Background: an optimization exercise with open tools, aiming at small area. Do not read the settings as production practice. No functional check of the RTL was part of this run. No activity file was given, so power comes from the tool's default toggle rates.

===== flow/config.mk =====
export PLATFORM = sky130hd
export DESIGN_NAME = mpu_core_p
export DESIGN_NICKNAME = mpu_core_p
export VERILOG_FILES = /design/flow/design.v
export SDC_FILE = /design/flow/constraint.sdc
export NUM_CORES = 4
export LEC_CHECK = 0
export CAP_MARGIN = 20
export CORE_MARGIN = 2
export CORE_UTILIZATION = 40
export PLACE_DENSITY = 0.6
export SLEW_MARGIN = 20

===== flow/constraint.sdc =====
create_clock -name core_clock -period 10.0 [get_ports {iClk}]
set_input_delay 2.0000 -clock core_clock [delete_from_list [all_inputs] [get_ports {iClk}]]
set_output_delay 2.0000 -clock core_clock [all_outputs]
set_load 0.01 [all_outputs]

===== flow/design.v =====
package mpu_pkg;
  typedef enum logic [2:0] {
    S_IDLE     = 3'd0,
    S_FETCH    = 3'd1,
    S_OPERAND  = 3'd2,
    S_EXEC     = 3'd3,
    S_WAIT_IN  = 3'd4,
    S_WAIT_OUT = 3'd5,
    S_HALT     = 3'd6
  } stateT;
  localparam logic [3:0] OP_NOP = 4'h0;
  localparam logic [3:0] OP_LDA = 4'h1;
  localparam logic [3:0] OP_STA = 4'h2;
  localparam logic [3:0] OP_ADD = 4'h3;
  localparam logic [3:0] OP_SUB = 4'h4;
  localparam logic [3:0] OP_AND = 4'h5;
  localparam logic [3:0] OP_OR  = 4'h6;
  localparam logic [3:0] OP_XOR = 4'h7;
  localparam logic [3:0] OP_INC = 4'h8;
  localparam logic [3:0] OP_DEC = 4'h9;
  localparam logic [3:0] OP_JMP = 4'hA;
  localparam logic [3:0] OP_JZ  = 4'hB;
  localparam logic [3:0] OP_JNZ = 4'hC;
  localparam logic [3:0] OP_IN  = 4'hD;
  localparam logic [3:0] OP_OUT = 4'hE;
  localparam logic [3:0] OP_HLT = 4'hF;
endpackage
import mpu_pkg::*;
module mpu_alu
#(
  parameter int DATA_W = 8
) (
  input  logic [3:0]        op,
  input  logic [DATA_W-1:0] a,
  input  logic [DATA_W-1:0] b,
  output logic [DATA_W-1:0] res,
  output logic              zero,
  output logic              sign,
  output logic              carry,
  output logic              writeAcc,
  output logic              writeCarry
);
  logic [DATA_W:0] wide;
  always_comb begin
    wide       = '0;
    res        = '0;
    carry      = 1'b0;
    writeAcc   = 1'b1;
    writeCarry = 1'b0;
    case (op)
      OP_LDA, OP_IN: res = b;
      OP_ADD: begin
        wide       = {1'b0, a} + {1'b0, b};
        res        = wide[DATA_W-1:0];
        carry      = wide[DATA_W];
        writeCarry = 1'b1;
      end
      OP_SUB: begin
        wide       = {1'b0, a} - {1'b0, b};
        res        = wide[DATA_W-1:0];
        carry      = wide[DATA_W];
        writeCarry = 1'b1;
      end
      OP_AND:  res = a & b;
      OP_OR:   res = a | b;
      OP_XOR:  res = a ^ b;
      OP_INC:  res = a + 1'b1;
      OP_DEC:  res = a - 1'b1;
      default: writeAcc = 1'b0;
    endcase
    zero = (res == '0);
    sign = res[DATA_W-1];
  end
endmodule
import mpu_pkg::*;
module mpu_core_p
#(
  parameter int DATA_W = 8,
  parameter int ADDR_W = 8
) (
  input  logic              iClk,
  input  logic              iRst,
  input  logic              iStart,
  input  logic              iLoadEn,
  input  logic [ADDR_W-1:0] iLoadAddr,
  input  logic [DATA_W-1:0] iLoadData,
  input  logic [DATA_W-1:0] iInData,
  input  logic              iInValid,
  output logic              oInReady,
  output logic [DATA_W-1:0] oOutData,
  output logic              oOutValid,
  input  logic              iOutReady,
  output logic [ADDR_W-1:0] oPC,
  output logic [DATA_W-1:0] oAcc,
  output logic [DATA_W-1:0] oIR,
  output logic [2:0]        oState,
  output logic              oZero,
  output logic              oSign,
  output logic              oCarry,
  output logic              oHalt,
  output logic              oBusy
);
  localparam int DEPTH = 2 ** ADDR_W;
  mpu_pkg::stateT    state;
  logic [ADDR_W-1:0] pc, arg;
  logic [DATA_W-1:0] acc, ir;
  logic [DATA_W-1:0] mem [0:DEPTH-1];
  logic [DATA_W-1:0] memAtPc, memAtArg, aluB, aluRes;
  logic [3:0]        op;
  logic              aluZero, aluSign, aluCarry, aluWriteAcc, aluWriteCarry;
  logic              loadOk;
  logic              fetchHasArg;
  assign memAtPc  = mem[pc];
  assign memAtArg = mem[arg];
  assign op       = ir[3:0];
  assign fetchHasArg = ((memAtPc[3:0] >= OP_LDA) && (memAtPc[3:0] <= OP_XOR)) ||
                       ((memAtPc[3:0] >= OP_JMP) && (memAtPc[3:0] <= OP_JNZ));
  assign loadOk   = (state == S_IDLE) || (state == S_HALT);
  assign aluB     = (state == S_WAIT_IN) ? iInData : memAtArg;
  mpu_alu #(.DATA_W(DATA_W)) uAlu (
    .op        (op),
    .a         (acc),
    .b         (aluB),
    .res       (aluRes),
    .zero      (aluZero),
    .sign      (aluSign),
    .carry     (aluCarry),
    .writeAcc  (aluWriteAcc),
    .writeCarry(aluWriteCarry)
  );
  always_ff @(posedge iClk) begin
    if (loadOk && iLoadEn)
      mem[iLoadAddr] <= iLoadData;
    else if ((state == S_EXEC) && (op == OP_STA))
      mem[arg] <= acc;
  end
  always_ff @(posedge iClk or negedge iRst) begin
    if (!iRst) begin
      state     <= S_IDLE;
      pc        <= '0;
      arg       <= '0;
      acc       <= '0;
      ir        <= '0;
      oOutData  <= '0;
      oZero     <= 1'b0;
      oSign     <= 1'b0;
      oCarry    <= 1'b0;
      oInReady  <= 1'b0;
      oOutValid <= 1'b0;
      oHalt     <= 1'b0;
      oBusy     <= 1'b0;
    end else begin
      case (state)
        S_IDLE, S_HALT: begin
          if (iStart) begin
            pc    <= '0;
            oHalt <= 1'b0;
            oBusy <= 1'b1;
            state <= S_FETCH;
          end
        end
        S_FETCH: begin
          ir    <= memAtPc;
          pc    <= pc + 1'b1;
          state <= fetchHasArg ? S_OPERAND : S_EXEC;
        end
        S_OPERAND: begin
          arg   <= memAtPc[ADDR_W-1:0];
          pc    <= pc + 1'b1;
          state <= S_EXEC;
        end
        S_EXEC: begin
          state <= S_FETCH;
          if (aluWriteAcc && (op != OP_IN)) begin
            acc   <= aluRes;
            oZero <= aluZero;
            oSign <= aluSign;
            if (aluWriteCarry) oCarry <= aluCarry;
          end
          case (op)
            OP_JMP: pc <= arg;
            OP_JZ:  if (oZero)  pc <= arg;
            OP_JNZ: if (!oZero) pc <= arg;
            OP_IN: begin
              oInReady <= 1'b1;
              state    <= S_WAIT_IN;
            end
            OP_OUT: begin
              oOutValid <= 1'b1;
              oOutData  <= acc;
              state     <= S_WAIT_OUT;
            end
            OP_HLT: begin
              oHalt <= 1'b1;
              oBusy <= 1'b0;
              state <= S_HALT;
            end
            default: ;
          endcase
        end
        S_WAIT_IN: begin
          if (iInValid && oInReady) begin
            acc      <= aluRes;
            oZero    <= aluZero;
            oSign    <= aluSign;
            oInReady <= 1'b0;
            state    <= S_FETCH;
          end
        end
        S_WAIT_OUT: begin
          if (iOutReady) begin
            oOutValid <= 1'b0;
            state     <= S_FETCH;
          end
        end
        default: state <= S_IDLE;
      endcase
    end
  end
  assign oPC    = pc;
  assign oAcc   = acc;
  assign oIR    = ir;
  assign oState = state;
endmodule

===== flow/run.sh =====
#!/bin/bash
# synth_recipe.tcl (not shown) runs the flow's synth.tcl, then flattens the netlist and writes it again
# the make line also repeats each setting of config.mk as NAME=value (left out here)
make -C /OpenROAD-flow-scripts/flow DESIGN_CONFIG=/design/flow/config.mk WORK_HOME=/design/flow/orfs CLKGATE_MAP_FILE= SYNTH_SCRIPT=/design/flow/synth_recipe.tcl finish

==> flow_metrics.py <==
metrics = {
    "outcome": {
        "status": "finished clean",
    },
    "clocking": {
        "clock_latency_ps": 920,
        "h-tree-depth": 4,
        "clk_pin_slew_ps": 70,
        "postCtsSetupRepairBufs": 0,
        "cts.sink_count": 2097,
        "cts_buffers": 214,
        "post_cts_resized": 0,
        "cts-root-buf": "clkbuf_16",
        "cts_tree": "done",
        "cts_max_path_buffers": 3,
        "ctsHoldBuffers": 0,
    },
    "setup_path": {
        "end_kind": "register",
        "worstPathArrival_ps": 8370,
        "crit_slowest_cell": "a311oi_1",
        "cp_num_buf_inv": 3,
        "reg2reg_depth": 20,
        "startpoint_type": "register",
        "crit_top_cell": "buf_4",
        "critPathRequiredTime_ps": 10830,
        "path_max_fanout": 40,
        "reg2reg_from": "arg[2]",
        "path_cells": "buf_4 -> nor2b_4 -> buf_4 -> a22oi_1 -> a311oi_1 -> nand3_1 -> and3_1 -> nand2_1 -> and2_1 -> inv_1 -> ha_1 -> a21o_1 -> a21oi_1 -> o21ai_0 -> nor2_1 -> xnor2_1 -> a221oi_1 -> o221ai_2 -> or4_1 -> o32ai_2",
        "path_class": "register to register",
        "r2r_slack_ps": 2460,
        "crit_family": "compound AO/OA/AOI/OAI gates",
        "max_stage_delay_ps": 1040,
        "r2r-end": "oZero",
    },
    "logic_synthesis": {
        "yosys_warnings": 2,
        "ys_types": 77,
        "synth-xor-area-share_pct": 0.0872,
        "async_flop_share_pct": 2.34,
        "synth_simple_gate_area_share_pct": 3.76,
        "synth_top_area_share_pct": 61.3,
        "synth.most_common_cell": "edfxtp_1",
        "synthFlopType": "edfxtp_1",
        "synthAdderAreaFrac_pct": 0.471,
        "synth_top_family_by_area": "multiplexers",
        "synth_compound_area_share_pct": 7.00,
        "synthTopCellsByCount": "edfxtp_1, mux4_2, mux2i_1",
        "syn_area_sq_um": 100000,
        "synth.mux.area_fraction_pct": 23.7,
        "syn_nets": 6027,
        "ys_seq_area_share_pct": 62.5,
        "synthCells": 5961,
        "yosysTopAreaCell": "edfxtp_1",
        "synth_area_per_cell_sq_um": 16.8,
        "synthTopCellsByArea": "edfxtp_1, mux4_2, mux2i_1",
        "ys_ff_latch": 2097,
        "synth_edf_count": 2048,
    },
    "grt": {
        "grt_max_degree": 169,
        "overflow": 0,
        "grt_pass1_vias": 61500,
        "grt_use_total_pct": 28.3,
        "antenna_found_initial": 23,
        "grt_pass1_wl_microns": 506000,
    },
    "sta": {
        "finalCritPeriodShare_pct": 75.4,
        "hold_slack_ps": 488,
        "postLayoutSetupSlackWorst_ps": 2460,
        "worst_clock_skew_ps": 57.8,
        "rsz0062_at_grt": "false",
        "max_freq_mhz": 133,
        "fin_crit_ps": 7540,
        "hold_violations": 0,
        "finalSetupTns_ps": 0,
        "maxSlewViolCount": 0,
        "setup_viol": 0,
        "relSlewSlack_pct": 13.4,
        "max_slew.worst_pin.slew_ps": 1300,
    },
    "power_and_ir_drop": {
        "pwr-share-comb_pct": 43.1,
        "ir_worst_vdd_mv": 0.236,
        "switching_share_pct": 40.0,
        "seq_power_share_pct": 31.9,
        "internal-power_mw": 19.6,
        "power.leakage_nw": 34.7,
        "p_sw_mw": 13.0,
        "powerDensity_nw_per_um2": 291,
        "clockPowerShare_pct": 25.1,
        "p_total_mw": 32.6,
    },
    "detailed_routing": {
        "routedWlPerCell_microns": 38.8,
        "routed_wl_microns": 368000,
        "dr.pass1.iters": 9,
        "viasPerCell": 6.77,
        "drt_first_iter_violations": 9574,
        "drcViolationCount": 0,
        "vias": 64200,
        "ant_nets": 0,
    },
    "job": {
        "maxCapViolations": 0,
    },
    "cells_and_area": {
        "fill_cells": 21500,
        "final_nets": 6030,
        "multi_input_area_sq_um": 35500,
        "area_growth_pct": 11.6,
        "fin_area_sq_um": 112000,
        "drive_above_1_share_pct": 22.3,
        "seq_area_sq_um": 62800,
    },
    "place": {
        "place_congestion": 1.00,
        "dp_hpwl_microns": 240000,
        "placed_area_sq_um": 105000,
        "pre_cts_ws_ps": 2790,
        "port_buffers": 71,
    },
    "die": {
        "dieArea_sq_um": 255000,
        "dieWidth_microns": 505,
        "core.rowCount": 183,
        "core-area_sq_um": 249000,
        "start_util_pct": 40.3,
        "io_pins": 72,
        "fp.dieH_microns": 505,
    },
    "hold_path": {
        "hold_end": "oBusy",
        "hold_class": "register to register",
        "hold_depth": 2,
        "hp-start": "oBusy",
    },
}
==> placed cells by master (no fill, tap or decap), types with 16 or more instances in the layout <==
master | synthesis | final
nand4_1 | 16 | 16
nor3_1 | 32 | 32
nand3_1 | 66 | 66
a21oi_1 | 186 | 186
a221oi_1 | 32 | 32
nor2_1 | 327 | 305
ha_1 | 33 | 33
nand2b_1 | 24 | 21
inv_1 | 35 | 33
a211oi_1 | 38 | 37
nor2_2 | 0 | 20
mux2i_1 | 655 | 655
buf_4 | 75 | 162
clkdlybuf4s50_1 | 0 | 70
buf_12 | 2 | 22
nand2_1 | 308 | 291
clkbuf_1 | 237 | 43
mux4_2 | 746 | 746
dfrtp_1 | 49 | 40
o22ai_1 | 143 | 143
bufinv_16 | 0 | 23
o21ai_0 | 85 | 72
o221ai_1 | 207 | 207
clkinv_2 | 0 | 37
mux2_2 | 39 | 39
clkinv_1 | 0 | 44
clkbuf_16 | 0 | 216
edfxtp_1 | 2048 | 2048
a22oi_1 | 160 | 160
a22o_1 | 22 | 22
a31oi_1 | 22 | 22
==> per-layer routing <==
layer | part of all wire (%) | GRT usage (%)
met3 | 12 | 8.31
met5 | 0.055 | 0.244
met4 | 6.6 | 16.3
met1 | 37 | 37.3
met2 | 44 | 41.7
==> final cells by class <==
class,count,share of cell area [%]
timing repair buffer,258,2.14
tap,3330,3.72
inverter,37,0.130
clock inverter,133,1.30
antenna,9,0.0201
multi-input combinational,3356,31.7
clock buffer,259,4.97
sequential,2097,56.0
==> flip-flops by register name, summed over array words and instances, names as in the netlist <==
signal / cells
acc: 7
oOutData: 8
oSign: 1
oOutValid: 1
pc: 8
oCarry: 1
ir: 8
state: 3
oBusy: 1
arg: 8
oHalt: 1
oInReady: 1
mem: 2048
oZero: 1
==> worst max-delay path by stage <==
stage	from	end	slack, ps	cells after the start
3_5_place_dp	arg[1]	oZero	2790	21
2_1_floorplan	state[0]	mem[0][0]	-3960	7
4_1_cts	arg[1]	oZero	2770	21
3_3_place_gp	arg[1]	oZero	2810	21
5_1_grt	arg[0]	oZero	2260	20
6_report	arg[2]	oZero	2460	20
==> kinds of logic after synthesis <==
group	after synthesis
muxes	1440
and+or+nand+nor	872
adders and majority gates	36
xor gates and xnor gates	10
DFF	2097
AOI/OAI and AO/OA	998
buffers and inverters	508
==> power by group through the flow <==
stage / Combinational (mW) / Clock [mW] / Sequential, mW
final: 14.0 / 8.17 / 10.4
after global routing: 14.3 / 8.55 / 10.4
after CTS: 13.6 / 8.21 / 10.4
after detailed placement: 13.5 / 0 / 10.6
after global placement: 13.5 / 0 / 10.6
after floorplan: 8.50 / 0 / 10.6
==> worst reg2reg max path, stage by stage (launching register included) <==
cell	delay (ps)
dfrtp_4	920
buf_4	780
nor2b_4	680
buf_4	510
a22oi_1	200
a311oi_1	1040
nand3_1	230
and3_1	260
nand2_1	90
and2_1	170
inv_1	70
ha_1	240
a21o_1	200
a21oi_1	300
o21ai_0	170
nor2_1	180
xnor2_1	90
a221oi_1	350
o221ai_2	150
or4_1	570
o32ai_2	250
==> metrics by stage <==
stage / cells / utilization [%]
2_1_floorplan: 5961 / -
3_3_place_gp: 9070 / 42.1
3_5_place_dp: 9073 / 42.1
4_1_cts: 9465 / 44.9
5_1_grt: 9471 / 44.9
6_report: 9479 / 45.0

==> re-timing with driven ports <==
No port has a modelled driver above. Below, the same layout with a new extraction and two added sets of constraints.
Step 1 sets driving cells, clkbuf_16 on the clock port and buf_2 on the other inputs (assumed; they add their load-dependent delay and slew).
Step 2 moves the port delays by t, midway between the first and last clock arrival at a register: inputs arrive t later, outputs are due t later. That takes back most of the time a late clock gives input paths.
Three values: no drivers, after step 1, after step 2; two values: the first two.
shift t [ns]: 0.988
setup WS [ns]: 2.458 / 2.458 / 2.458
latest minus earliest clock arrival (ns): 0.064 / 0.064
worst data-port slew with drivers (ns): 0.05
After both steps this run still meets setup and hold. The setup slack of this run moves by 0.000 ns with the drivers and by 0.000 ns with both steps.
